Context: an optimization exercise on an open-source flow, tuned for small area and a short achievable clock period. The choices shown serve that exercise and are no tape-out recipe.
Function was checked by simulation only, so behaviour that the tests miss may differ from the original.

## flow/design.v (module list and top-level ports; edited modules follow where they fit)
// module audio_clk_enable: 45 lines
// module vco_ctrl_regs: 104 lines
// module natural_log: 256 lines
// module astable_555_vco: 525 lines
// module rc_lowpass: 44 lines
// module discrete_555_top: 53 lines
module discrete_555_top (
    input  wire         clk,
    input  wire         arst_n,
    input  wire         reg_wr,
    input  wire  [1:0]  reg_addr,
    input  wire  [15:0] reg_wdata,
    output logic [15:0] reg_rdata,
    output logic        audio_clk_en,
    output logic [15:0] vco_out,
    output logic [15:0] filt_out
);
  // ...
==> flow/flow/run.sh <==
#!/bin/bash
# Layout flow: the standard synthesis, then the combinational logic of
# that netlist re-mapped by ABC for area (registers, their names and cell
# types kept as they are), then the standard layout from floorplan on.
# Each tool's output goes to its own log file in the work folder.
set -euo pipefail
WORK=$(pwd)
LIB=$FLOW_HOME/platforms/sky130hd/lib/sky130_fd_sc_hd__tt_025C_1v80.lib
R=$WORK/orfs/results/sky130hd/discrete_555_top/base

bash standard.sh synth > synth.log 2>&1

cp $R/1_2_yosys.v $WORK/standard_synth.v
python3 flow/mkmodels.py $LIB 'sky130_fd_sc_hd__(fa|ha)_[0-9]+' > $WORK/cell_models.v 2> mkmodels.log

cat > $WORK/reopt.ys <<EOT
read_liberty -lib $LIB
read_verilog $WORK/standard_synth.v
hierarchy -top $FLOW_TOP
tee -o $WORK/reopt_before.txt stat -liberty $LIB
techmap -map $WORK/cell_models.v
techmap
opt -purge
abc -liberty $LIB -dont_use sky130_fd_sc_hd__lpflow* -dont_use sky130_fd_sc_hd__probe* -script "+strash;ifraig;dc2;dc2;strash;dch,-f;map,-a;topo;"
opt_clean -purge
splitnets
opt_clean -purge
# internal wire names hidden, so that a register driving an output port
# drives the port's net with no assign; one tie cell per constant bit
rename -hide w:* i:* o:* %u %d
hilomap -hicell sky130_fd_sc_hd__conb_1 HI -locell sky130_fd_sc_hd__conb_1 LO
opt_clean -purge
tee -o $WORK/reopt_after.txt stat -liberty $LIB
write_verilog -noattr -nohex -nodec $WORK/reopt.v
EOT
yosys -s $WORK/reopt.ys > reopt.log 2>&1

cp $WORK/reopt.v $R/1_2_yosys.v
touch $R/1_2_yosys.v
bash standard.sh "BUFFER_PORTS_ARGS=-buffer_cell sky130_fd_sc_hd__buf_2" finish > layout.log 2>&1
==> flow/flow/mkmodels.py <==
#!/usr/bin/env python3
"""Write Verilog models of the combinational cells of a liberty file:
one module per cell, its outputs as assigns of the liberty functions.
Cells whose names match the patterns given after the file are left out."""
import re, sys
lib = open(sys.argv[1]).read()
skip = [re.compile(p) for p in sys.argv[2:]]
out = []
for m in re.finditer(r'\n\s*cell\s*\(\s*"?([\w]+)"?\s*\)\s*\{', lib):
    name = m.group(1)
    # find cell body by brace matching
    i = m.end(); depth = 1
    while depth:
        c = lib[i]
        if c == '{': depth += 1
        elif c == '}': depth -= 1
        i += 1
    body = lib[m.end():i]
    if re.search(r'\b(ff|latch|statetable)\s*\(', body):
        continue
    if any(p.fullmatch(name) for p in skip):
        continue
    pins = []
    for pm in re.finditer(r'\n\s*pin\s*\(\s*"?(\w+)"?\s*\)\s*\{', body):
        j = pm.end(); dp = 1
        while dp:
            c = body[j]
            if c == '{': dp += 1
            elif c == '}': dp -= 1
            j += 1
        pb = body[pm.end():j]
        dirm = re.search(r'direction\s*:\s*"?(\w+)"?', pb)
        fm = re.search(r'\n\s*function\s*:\s*"([^"]*)"', pb)
        pins.append((pm.group(1), dirm.group(1) if dirm else None, fm.group(1) if fm else None))
    ins = [p for p, d, f in pins if d == 'input']
    outs = [(p, f) for p, d, f in pins if d == 'output']
    if not outs or any(f is None for p, f in outs):
        continue
    ports = ", ".join(ins + [p for p, f in outs])
    lines = [f"module {name} ({ports});"]
    for p in ins:
        lines.append(f"  input {p};")
    for p, f in outs:
        lines.append(f"  output {p};")
        lines.append(f"  assign {p} = {f.replace('!', '~')};")
    lines.append("endmodule")
    out.append("\n".join(lines))
print("\n".join(out))
==> flow/standard.sh <==
#!/bin/bash
# synth_recipe.tcl (not shown) runs the flow's synth.tcl, then flattens the netlist and writes it again
# the make line also repeats each setting of config.mk as NAME=value (left out here)
make -C /OpenROAD-flow-scripts/flow DESIGN_CONFIG=/design/flow/config.mk WORK_HOME=/design/flow/orfs CLKGATE_MAP_FILE= SYNTH_SCRIPT=/design/flow/synth_recipe.tcl "${@:-finish}"
==> flow/config.mk <==
export PLATFORM = sky130hd
export DESIGN_NAME = discrete_555_top
export DESIGN_NICKNAME = discrete_555_top
export VERILOG_FILES = /design/flow/design.v
export SDC_FILE = /design/flow/constraint.sdc
export NUM_CORES = 4
export LEC_CHECK = 0
export ABC_AREA = 1
export CAP_MARGIN = 20
export CORE_MARGIN = 2
export CORE_UTILIZATION = 40
export CTS_BUF_LIST = sky130_fd_sc_hd__clkbuf_4
export SLEW_MARGIN = 20
==> flow/constraint.sdc <==
create_clock -name core_clock -period 48.0 [get_ports {clk}]
set_input_delay 9.6000 -clock core_clock [delete_from_list [all_inputs] [get_ports {clk}]]
set_output_delay 9.6000 -clock core_clock [all_outputs]
set_load 0.01 [all_outputs]
==> results.toml, run 1 <==
[status]
status = "finished clean"

[cts]
post-cts-setup-buffer-count = 0
cts_tree = "yes"
htreeDepth = 2
cts-resized-gates = 0
clockRootBuffer = "clkbuf_4"

[global_route]
grt_usage = 0.188
grt_pass1_vias = 17400
grt_pass1_wl_mm = 83.4
met3_usage = 0.0227
grt_max_degree = 78

[final_layout]
multi_input_cells = 2035
register_area_mm2 = 0.00510
multi_input_area_share = 0.615
largest-register = "u_rc_lowpass.state"
layout.nets = 3164
area_delta_synth_final_pct = 9.42
nFlopsAndLatches = 235
nonClkBufAreaFrac = 0.0134
n_all_buffers = 58

[drt]
vias = 17900
routedWlPerCell_um = 13.9
drt_iter0_drc = 796

[critical_path]
regToRegStartpoint = "u_astable_555_vco.d_q1[0]"
path_cells = "buf_2 -> clkinv_1 -> nor2_1 -> clkinv_1 -> o21ai_0 -> buf_2"
worst_r2r_endpoint = "u_astable_555_vco.r_q2[14]"
crit_type = "input port to output pin"
cp.depth = 6
start_kind = "input port"

[sta]
setup_slack_ns = 26.91
fin_crit_sh = 0.439
hold_ws_ns = 0.299

[die]
die_y_um = 232

[placement]
numPortBuffers = 54

[logic_synthesis]
syn_area_mm2 = 0.0208
==> run 2, diff against run 1 <==
--- a/flow/flow/run.sh
+++ b/flow/flow/run.sh
@@ -2,4 +2,6 @@
 # Layout flow: the standard synthesis, then the combinational logic of
-# that netlist re-mapped by ABC for area (registers, their names and cell
-# types kept as they are), then the standard layout from floorplan on.
+# that netlist re-mapped by ABC (registers, their names and cell types kept
+# as they are): the read-back path from reg_addr to reg_rdata for delay, the
+# rest for area; half adders whose sum is unused become AND gates; then
+# the standard layout from floorplan on.
 # Each tool's output goes to its own log file in the work folder.
@@ -15,2 +17,5 @@
 
+# the register cell types, where the read-back cone stops
+FF_STOP=$(grep -oE '^ *sky130_fd_sc_hd__(df|edf|sdf|dl)[a-z0-9_]+' $WORK/standard_synth.v | sort -u | sed 's/^ */:-/' | tr -d '\n')
+
 cat > $WORK/reopt.ys <<EOT
@@ -23,2 +28,4 @@
 opt -purge
+select -set io_cone w:reg_addr %co*$FF_STOP w:reg_rdata %ci*$FF_STOP %i c:* %i
+abc -liberty $LIB -dont_use sky130_fd_sc_hd__lpflow* -dont_use sky130_fd_sc_hd__probe* -D 200 -script "+strash;dch,-f;map,-D,200;topo;stime,-c;buffer,-c;upsize,-c;dnsize,-c;" @io_cone
 abc -liberty $LIB -dont_use sky130_fd_sc_hd__lpflow* -dont_use sky130_fd_sc_hd__probe* -script "+strash;ifraig;dc2;dc2;strash;dch,-f;map,-a;topo;"
@@ -37,3 +44,5 @@
 
-cp $WORK/reopt.v $R/1_2_yosys.v
+python3 flow/fixcells.py $WORK/reopt.v $WORK/reopt_fixed.v > fixcells.log 2>&1
+
+cp $WORK/reopt_fixed.v $R/1_2_yosys.v
 touch $R/1_2_yosys.v
==> flow/flow/fixcells.py (new file) <==
#!/usr/bin/env python3
"""Replace half adders whose SUM output drives nothing by AND gates (the
carry of a half adder is A & B). usage: fixcells.py IN.v OUT.v"""
import re, sys
from collections import Counter
txt = open(sys.argv[1]).read()
cell_re = re.compile(r'(sky130_fd_sc_hd__\w+)\s+(\S+)\s*\((.*?)\);', re.S)
use = Counter()
for m in cell_re.finditer(txt):
    for p, n in re.findall(r'\.(\w+)\(([^)]*)\)', m.group(3)):
        use[n.strip()] += 1
# nets on ports are used outside
for m in re.finditer(r'^\s*(?:input|output|inout)\s+(?:\[[^\]]*\]\s*)?([^;]+);', txt, re.M):
    for n in m.group(1).split(','):
        use[n.strip()] += 1
count = 0
def fix(m):
    global count
    typ, name, body = m.group(1), m.group(2), m.group(3)
    if not re.fullmatch(r'sky130_fd_sc_hd__ha_1', typ):
        return m.group(0)
    pins = dict((p, n.strip()) for p, n in re.findall(r'\.(\w+)\(([^)]*)\)', body))
    s = pins.get('SUM', '')
    if s and use[s] > 1:
        return m.group(0)
    if 'COUT' not in pins or not pins['COUT']:
        return m.group(0)
    count += 1
    return (f"sky130_fd_sc_hd__and2_1 {name} (\n    .A({pins['A']}),\n    .B({pins['B']}),\n"
            f"    .X({pins['COUT']})\n  );")
out = cell_re.sub(fix, txt)
open(sys.argv[2], 'w').write(out)
print(f"half adders with an unused sum replaced by and2: {count}")
--- a/flow/config.mk
+++ b/flow/config.mk
@@ -11,3 +11,5 @@
 export CORE_UTILIZATION = 40
-export CTS_BUF_LIST = sky130_fd_sc_hd__clkbuf_4
+export CTS_BUF_LIST = sky130_fd_sc_hd__clkbuf_8
+export CTS_CLUSTER_DIAMETER = 50
+export CTS_CLUSTER_SIZE = 16
 export SLEW_MARGIN = 20
==> run 2 against run 1 <==
Still clean on timing, DRC and antenna; synthesized cell count rose by 2.2%; register-to-register slack improved by 0.16 ns; via count rose by 0.32%; sequential cell count did not move; setup slack improved by 0.96 ns.
==> results.toml, run 2 <==
[status]
status = "finished clean"

[die]
rows = 83
die_w_um = 233
die_y_um = 233
initial_core_util = 0.407
core_mm2 = 0.0516
io_pins = 70
dieArea_mm2 = 0.0543

[critical_path]
start_kind = "input port"
path_max_fanout = 17
worst_r2r_endpoint = "u_astable_555_vco.r_q2[1]"
crit_type = "input port to output pin"
cp.required_ns = 38.40
regToRegStartpoint = "u_astable_555_vco.d_q1[1]"
reg2reg_slack_ns = 29.99
cp-end-kind = "output pin"
r2r.worst_path.cells = 124
arrival_ns = 10.53

[min_path]
hp-class = "flip-flop to flip-flop"
min_to = "u_astable_555_vco.q_q3[12]"
hold_path.startpoint = "u_astable_555_vco.q_q2[9]"
hold_depth = 0

[sta]
slew_headroom = 0.355
fin_crit_ns = 20.13
slew_violations = 0
max_freq_mhz = 49.7
fin_crit_sh = 0.419
rsz0062_at_grt = "false"
setup_violations = 0
tns_ns = 0
final_hold_viol_count = 0
tightest_slew_ns = 0.958
skew_ns = 0.0277

[final_layout]
fin_cells = 3584
final_common_cell = "clkinv_1"
layout.nets = 3180
largest_register_ffs = 32
drive_gt1_frac = 0.0544
area_delta_synth_final_pct = 9.02
final_core_util = 0.444
largest-register = "u_rc_lowpass.state"
layout_common_cells = "clkinv_1, nand2_1, nor2_1"
fillers = 5222
top_regs = "u_rc_lowpass.state (32), u_astable_555_vco.cnt (20)"

[cts]
clk_latency_ns = 0.62
cts_hold_buf = 0
htreeDepth = 1
clockRootBuffer = "clkbuf_8"
cts-resized-gates = 0
numCtsBuffers = 28
cts_tree = "yes"
clockBufferDepth = 3
clock-sinks = 235
clk_pin_slew_ns = 0.10
post-cts-setup-buffer-count = 0

[global_route]
grt_pass1_wl_mm = 83.7
antenna_found_initial = 1
gr-usage-met1 = 0.241
grt_busiest_layer = "met2"
met3_usage = 0.0205
grt_max_degree = 78
overflow = 0
grt_use_met2 = 0.329
grt_pass1_vias = 17400
grt_usage = 0.186

[drt]
vias = 17900
routedWlPerCell_um = 13.8
first_pass_iters = 6
wl_mm = 49.5
drt_iter0_drc = 890
drc = 0
ant_nets = 0
vias_per_cell = 5.00

[logic_synthesis]
yosys_warnings = 5
syn_area_mm2 = 0.0210
syn_inst = 2792
syn_area_per_cell_um2 = 7.52

[job]
maxCapViolCount = 0

[placement]
numPortBuffers = 54
dpl.cell_count = 3532
gp_routability_congestion = 0.922
hpwl_mm = 40.8
run 2: how the worst max path moves through the flow:
stage,from,to,slack (ns),depth (start not counted)
2_1_floorplan,reg_addr[1],reg_rdata[12],28.40,4
3_3_place_gp,reg_addr[1],reg_rdata[4],27.92,4
3_5_place_dp,reg_addr[1],reg_rdata[4],27.87,4
4_1_cts,reg_addr[1],reg_rdata[4],27.87,4
5_1_grt,u_astable_555_vco.d_q1[0],u_astable_555_vco.r_q2[1],27.17,123
6_report,reg_addr[1],reg_rdata[4],27.87,4
run 2: per-layer routing:
layer | routed length [um] | share of wire
met1 | 22400 | 0.45
met2 | 24200 | 0.49
met3 | 1850 | 0.037
met4 | 986 | 0.020
met5 | 0 | 0
run 2: stage by stage:
step | worst slack, ns | area (um^2) | hold WS [ns]
global placement | 27.92 | 22200 | 0.316
detailed placement | 27.87 | 22200 | 0.313
finish | 27.87 | 22900 | 0.333
floorplan | 28.40 | 21000 | 0.310
global route | 27.17 | 22900 | 0.343
CTS | 27.87 | 22900 | 0.332
run 2: layout make-up:
| cell class | count | area, um^2 | share of cell area |
|---|---|---|---|
| clock buffer | 29 | 399 | 0.0174 |
| inverter | 495 | 1880 | 0.0822 |
| timing repair buffer | 61 | 329 | 0.0144 |
| antenna | 1 | 2.50 | 0.000109 |
| multi-input combinational | 2061 | 14000 | 0.612 |
| sequential | 235 | 5100 | 0.223 |
| clock inverter | 22 | 317 | 0.0138 |
| tap | 680 | 851 | 0.0372 |
run 2: worst max-delay path: stages:
cell and delay [ns]:
buf_2 0.36, nand2_2 0.19, o221ai_1 0.22, buf_2 0.16
==> module vco_ctrl_regs, before the edit <==
module vco_ctrl_regs (
    input  wire         clk,
    input  wire         arst_n,
    input  wire         reg_wr,
    input  wire  [1:0]  reg_addr,
    input  wire  [15:0] reg_wdata,
    output logic [15:0] reg_rdata,
    output logic [15:0] d_raw,
    output logic        run,
    output logic [2:0]  filt_shift,
    input  wire         vco_level,
    input  wire  [19:0] high_len
);
    wire wsub_w0 = ~reg_wdata[0] ^ 1'b1;
    wire wsub_w1 = ~reg_wdata[0] & 1'b1;
    wire wsub_w2 = ~reg_wdata[1] ^ 1'b1 ^ wsub_w1;
    wire wsub_w3 = (~reg_wdata[1] & 1'b1) | (~reg_wdata[1] & wsub_w1) | (1'b1 & wsub_w1);
    wire wsub_w4 = ~reg_wdata[2] ^ wsub_w3;
    wire wsub_w5 = ~reg_wdata[2] & wsub_w3;
    wire wsub_w6 = ~reg_wdata[3] ^ wsub_w5;
    wire wsub_w7 = ~reg_wdata[3] & wsub_w5;
    wire wsub_w8 = ~reg_wdata[4] ^ wsub_w7;
    wire wsub_w9 = ~reg_wdata[4] & wsub_w7;
    wire wsub_w10 = ~reg_wdata[5] ^ wsub_w9;
    wire wsub_w11 = ~reg_wdata[5] & wsub_w9;
    wire wsub_w12 = ~reg_wdata[6] ^ wsub_w11;
    wire wsub_w13 = ~reg_wdata[6] & wsub_w11;
    wire wsub_w14 = ~reg_wdata[7] ^ wsub_w13;
    wire wsub_w15 = ~reg_wdata[7] & wsub_w13;
    wire wsub_w16 = ~reg_wdata[8] ^ wsub_w15;
    wire wsub_w17 = ~reg_wdata[8] & wsub_w15;
    wire wsub_w18 = ~reg_wdata[9] ^ wsub_w17;
    wire wsub_w19 = ~reg_wdata[9] & wsub_w17;
    wire wsub_w20 = ~reg_wdata[10] ^ wsub_w19;
    wire wsub_w21 = ~reg_wdata[10] & wsub_w19;
    wire wsub_w22 = ~reg_wdata[11] ^ wsub_w21;
    wire wsub_w23 = ~reg_wdata[11] & wsub_w21;
    wire wsub_w24 = ~reg_wdata[12] ^ wsub_w23;
    wire wsub_w25 = ~reg_wdata[12] & wsub_w23;
    wire wsub_w26 = ~reg_wdata[13] ^ wsub_w25;
    wire wsub_w27 = ~reg_wdata[13] & wsub_w25;
    wire wsub_w28 = ~reg_wdata[14] ^ wsub_w27;
    wire wsub_w29 = ~reg_wdata[14] & wsub_w27;
    wire wsub_w30 = ~reg_wdata[15] ^ 1'b1 ^ wsub_w29;
    wire wsub_w31 = (~reg_wdata[15] & 1'b1) | (~reg_wdata[15] & wsub_w29) | (1'b1 & wsub_w29);
    wire [15:0] w_d = {wsub_w30, wsub_w28, wsub_w26, wsub_w24, wsub_w22, wsub_w20, wsub_w18, wsub_w16, wsub_w14, wsub_w12, wsub_w10, wsub_w8, wsub_w6, wsub_w4, wsub_w2, wsub_w0};
    wire rsub_w0 = ~d_raw[0] ^ 1'b1;
    wire rsub_w1 = ~d_raw[0] & 1'b1;
    wire rsub_w2 = ~d_raw[1] ^ 1'b1 ^ rsub_w1;
    wire rsub_w3 = (~d_raw[1] & 1'b1) | (~d_raw[1] & rsub_w1) | (1'b1 & rsub_w1);
    wire rsub_w4 = ~d_raw[2] ^ rsub_w3;
    wire rsub_w5 = ~d_raw[2] & rsub_w3;
    wire rsub_w6 = ~d_raw[3] ^ rsub_w5;
    wire rsub_w7 = ~d_raw[3] & rsub_w5;
    wire rsub_w8 = ~d_raw[4] ^ rsub_w7;
    wire rsub_w9 = ~d_raw[4] & rsub_w7;
    wire rsub_w10 = ~d_raw[5] ^ rsub_w9;
    wire rsub_w11 = ~d_raw[5] & rsub_w9;
    wire rsub_w12 = ~d_raw[6] ^ rsub_w11;
    wire rsub_w13 = ~d_raw[6] & rsub_w11;
    wire rsub_w14 = ~d_raw[7] ^ rsub_w13;
    wire rsub_w15 = ~d_raw[7] & rsub_w13;
    wire rsub_w16 = ~d_raw[8] ^ rsub_w15;
    wire rsub_w17 = ~d_raw[8] & rsub_w15;
    wire rsub_w18 = ~d_raw[9] ^ rsub_w17;
    wire rsub_w19 = ~d_raw[9] & rsub_w17;
    wire rsub_w20 = ~d_raw[10] ^ rsub_w19;
    wire rsub_w21 = ~d_raw[10] & rsub_w19;
    wire rsub_w22 = ~d_raw[11] ^ rsub_w21;
    wire rsub_w23 = ~d_raw[11] & rsub_w21;
    wire rsub_w24 = ~d_raw[12] ^ rsub_w23;
    wire rsub_w25 = ~d_raw[12] & rsub_w23;
    wire rsub_w26 = ~d_raw[13] ^ rsub_w25;
    wire rsub_w27 = ~d_raw[13] & rsub_w25;
    wire rsub_w28 = ~d_raw[14] ^ rsub_w27;
    wire rsub_w29 = ~d_raw[14] & rsub_w27;
    wire rsub_w30 = ~d_raw[15] ^ 1'b1 ^ rsub_w29;
    wire rsub_w31 = (~d_raw[15] & 1'b1) | (~d_raw[15] & rsub_w29) | (1'b1 & rsub_w29);
    wire [15:0] v_rd = {rsub_w30, rsub_w28, rsub_w26, rsub_w24, rsub_w22, rsub_w20, rsub_w18, rsub_w16, rsub_w14, rsub_w12, rsub_w10, rsub_w8, rsub_w6, rsub_w4, rsub_w2, rsub_w0};
    always_ff @(posedge clk or negedge arst_n) begin
        if (!arst_n) begin
            d_raw      <= 16'd32770;   
            run        <= 1'b0;        
            filt_shift <= 3'(4);
        end else if (reg_wr) begin
            case (reg_addr)
                2'd0: begin
                    d_raw <= w_d;
                end
                2'd1: begin
                    run        <= reg_wdata[0];
                    filt_shift <= reg_wdata[3:1];
                end
                default: begin
                end
            endcase
        end
    end
    wire [15:0] rd_ctrl   = {12'd0, filt_shift, run};
    wire [15:0] rd_status = {11'd0, high_len[19:16], vco_level};
    wire [15:0] rd_lo     = reg_addr[0] ? rd_ctrl : v_rd;
    wire [15:0] rd_hi     = reg_addr[0] ? high_len[15:0] : rd_status;
    assign reg_rdata = reg_addr[1] ? rd_hi : rd_lo;
endmodule
==> run 3, diff against run 2 <==
--- a/flow/design.v
+++ b/flow/design.v
@@ -164,7 +164,10 @@
     end
-    wire [15:0] rd_ctrl   = {12'd0, filt_shift, run};
-    wire [15:0] rd_status = {11'd0, high_len[19:16], vco_level};
-    wire [15:0] rd_lo     = reg_addr[0] ? rd_ctrl : v_rd;
-    wire [15:0] rd_hi     = reg_addr[0] ? high_len[15:0] : rd_status;
-    assign reg_rdata = reg_addr[1] ? rd_hi : rd_lo;
+    always_comb begin
+        case (reg_addr)
+            2'd0:    reg_rdata = v_rd;
+            2'd1:    reg_rdata = {12'd0, filt_shift, run};
+            2'd2:    reg_rdata = {11'd0, high_len[19:16], vco_level};
+            default: reg_rdata = high_len[15:0];
+        endcase
+    end
 endmodule
==> flow/run.sh (new file) <==
#!/bin/bash
# synth_recipe.tcl (not shown) runs the flow's synth.tcl, then flattens the netlist and writes it again
# the make line also repeats each setting of config.mk as NAME=value (left out here)
make -C /OpenROAD-flow-scripts/flow DESIGN_CONFIG=/design/flow/config.mk WORK_HOME=/design/flow/orfs CLKGATE_MAP_FILE= SYNTH_SCRIPT=/design/flow/synth_recipe.tcl finish
--- a/flow/config.mk
+++ b/flow/config.mk
@@ -7,3 +7,2 @@
 export LEC_CHECK = 0
-export ABC_AREA = 1
 export CAP_MARGIN = 20
@@ -11,5 +10,2 @@
 export CORE_UTILIZATION = 40
-export CTS_BUF_LIST = sky130_fd_sc_hd__clkbuf_8
-export CTS_CLUSTER_DIAMETER = 50
-export CTS_CLUSTER_SIZE = 16
 export SLEW_MARGIN = 20
removed: flow/flow/run.sh
removed: flow/flow/fixcells.py
removed: flow/flow/mkmodels.py
removed: flow/standard.sh
==> run 3 against run 2 <==
Sequential cell count is the same; die area grew 27%; hold slack lost 0.012 ns; synthesized cell count grew 18%; clock skew shrank 0.0098 ns; via count grew 24%; critical path type unchanged.
==> results.toml, run 3 <==
[status]
status = "finished clean"

[critical_path]
cp-startpoint = "reg_addr[1]"
cp-end-kind = "output pin"
arrival_ns = 11.66
worst_r2r_endpoint = "u_rc_lowpass.state[31]"
crit_type = "input port to output pin"
path_max_fanout = 12
regToRegStartpoint = "u_vco_ctrl_regs.filt_shift[2]"
reg2reg_slack_ns = 32.96
r2r.worst_path.cells = 34
start_kind = "input port"
cp.required_ns = 38.40

[drt]
drt_iter0_drc = 1376
drc = 0
first_pass_iters = 7
wl_mm = 67.0
routedWlPerCell_um = 16.3
vias_per_cell = 5.42
ant_nets = 0
vias = 22300

[placement]
gp_routability_congestion = 0.891
hpwl_mm = 53.0
numPortBuffers = 54

[final_layout]
area_delta_synth_final_pct = 7.26
diodes = 0
largest_register_ffs = 32
final_common_cell = "nand2_1"
layout_common_cells = "nand2_1, nor2_1, inv_1"
drive_gt1_frac = 0.0571
layout.nets = 3548
largest-register = "u_rc_lowpass.state"
top_regs = "u_rc_lowpass.state (32), u_astable_555_vco.cnt (20)"
final_core_util = 0.435

[sta]
max_freq_mhz = 47.0
slew_headroom = 0.275
tns_ns = 0
setup_violations = 0
fin_crit_sh = 0.443
tightest_slew_ns = 1.09
final_hold_viol_count = 0
rsz0062_at_grt = "false"
slew_violations = 0
skew_ns = 0.0179
fin_crit_ns = 21.26

[cts]
numCtsBuffers = 27
clk_pin_slew_ns = 0.06
cts_tree = "yes"
cts-resized-gates = 0
clockRootBuffer = "clkbuf_16"
clockBufferDepth = 3
clock-sinks = 235
post-cts-setup-buffer-count = 0
clk_latency_ns = 0.55
htreeDepth = 1
cts_hold_buf = 0

[die]
initial_core_util = 0.405
dieArea_mm2 = 0.0688
die_w_um = 262
die_y_um = 262
rows = 94
io_pins = 70
core_mm2 = 0.0659

[global_route]
grt_pass1_wl_mm = 111
antenna_found_initial = 0
grt_usage = 0.191
grt_max_degree = 48
overflow = 0
grt_pass1_vias = 21400

[logic_synthesis]
synth.distinct_cells = 113
syn_area_per_cell_um2 = 8.10
yosys.cell_count.top_type = "nand2_1"
syn_area_mm2 = 0.0267
synth_common_cells = "nand2_1, nor2_1, inv_1"
synth_top_area_frac = 0.129
synth_edf_count = 0
synth-seq-area-share = 0.191
yosys_warnings = 5
synth_top_area_cell = "fa_1"
async_flop_share = 0.328
synth_ff_type = "dfxtp_1"
syn_inst = 3295
yosys-top-cells-area = "fa_1, dfxtp_1, xnor2_1"
ys_ff_latch = 235

[job]
maxCapViolCount = 0

[min_path]
hp-class = "flip-flop to flip-flop"
hold_path.startpoint = "u_astable_555_vco.q_q2[9]"
min_to = "u_astable_555_vco.q_q3[12]"
hold_depth = 0
-- run 3: metrics by stage --
stage	instances	worst slack [ns]	hold slack, ns	area [um^2]
2_1_floorplan	3309	27.79	0.310	26700
5_1_grt	4119	26.50	0.324	28600
4_1_cts	4119	26.74	0.320	28600
6_report	4119	26.74	0.320	28600
3_5_place_dp	4070	26.74	0.312	27700
3_3_place_gp	4070	26.75	0.311	27700
-- run 3: cells by family after synthesis --
logic type | synth area share
AO/OA/AOI/OAI | 0.191
other | 0.000140
buffers and inverters | 0.0729
multiplexers | 0.0296
AND/OR/NAND/NOR | 0.192
XOR/XNOR | 0.111
flip-flops | 0.191
adder cells (fa/ha/maj) | 0.212
-- run 3: worst max-delay path by stage --
stage / endpoint / slack (ns) / cells after the start
after floorplan: reg_rdata[11] / 27.79 / 4
after global placement: reg_rdata[10] / 26.75 / 5
after detailed placement: reg_rdata[4] / 26.74 / 4
after CTS: reg_rdata[4] / 26.74 / 4
after global routing: reg_rdata[10] / 26.50 / 5
final: reg_rdata[4] / 26.74 / 4
-- run 3: layer usage --
metal  wire length [um]  global-route usage  part of all wire  vias to the layer above
met5                  0                   0                 0                        -
met4               1750              0.0510             0.026                        0
met3               1940              0.0141             0.029                       92
met2              33000               0.337              0.49                      390
met1              30300               0.251              0.45                    10600
li1                   -                   -                 -                    11200
-- run 3: worst max-delay path, stage by stage --
cell and delay (ns):
clkdlybuf4s50_1 0.63, nor2_1 0.64, a22o_1 0.26, clkdlybuf4s50_1 0.53
-- run 3: final cells by class --
| class | count | area, um^2 |
|---|---|---|
| flip-flops and latches | 235 | 5100 |
| repair buffers | 68 | 643 |
| inverters | 304 | 1140 |
| clock inverters | 13 | 153 |
| well taps | 864 | 1080 |
| fillers | 6653 | 37200 |
| multi-input cells | 2599 | 19700 |
| clock buffers | 36 | 792 |

[static timing again, ports no longer ideal]
The results above use ideal ports. As a check the final layouts listed here were re-extracted and re-timed, cells and wires unchanged.
Step 1 sets driving cells, clkbuf_16 on the clock port and buf_2 on the other inputs (assumed; they add their load-dependent delay and slew).
Step 2 times the ports against the registers' clock, not the clock port: input delays grow and output delays shrink by t, the midpoint of the rising clock arrivals with the driver on.
Three values: no drivers, after step 1, after step 2; two values: the first two.
| run | t (ns) | slack for setup (ns) | worst slew at a driven data input, ns |
|---|---|---|---|
| run 1 | 0.830 | 26.909 / 26.886 / 26.886 | 0.04 |
| run 2 | 0.655 | 27.866 / 27.843 / 27.843 | 0.04 |
| run 3 | 0.602 | 26.735 / 26.712 / 26.712 | 0.08 |
After both steps setup and hold are still met in every run listed.
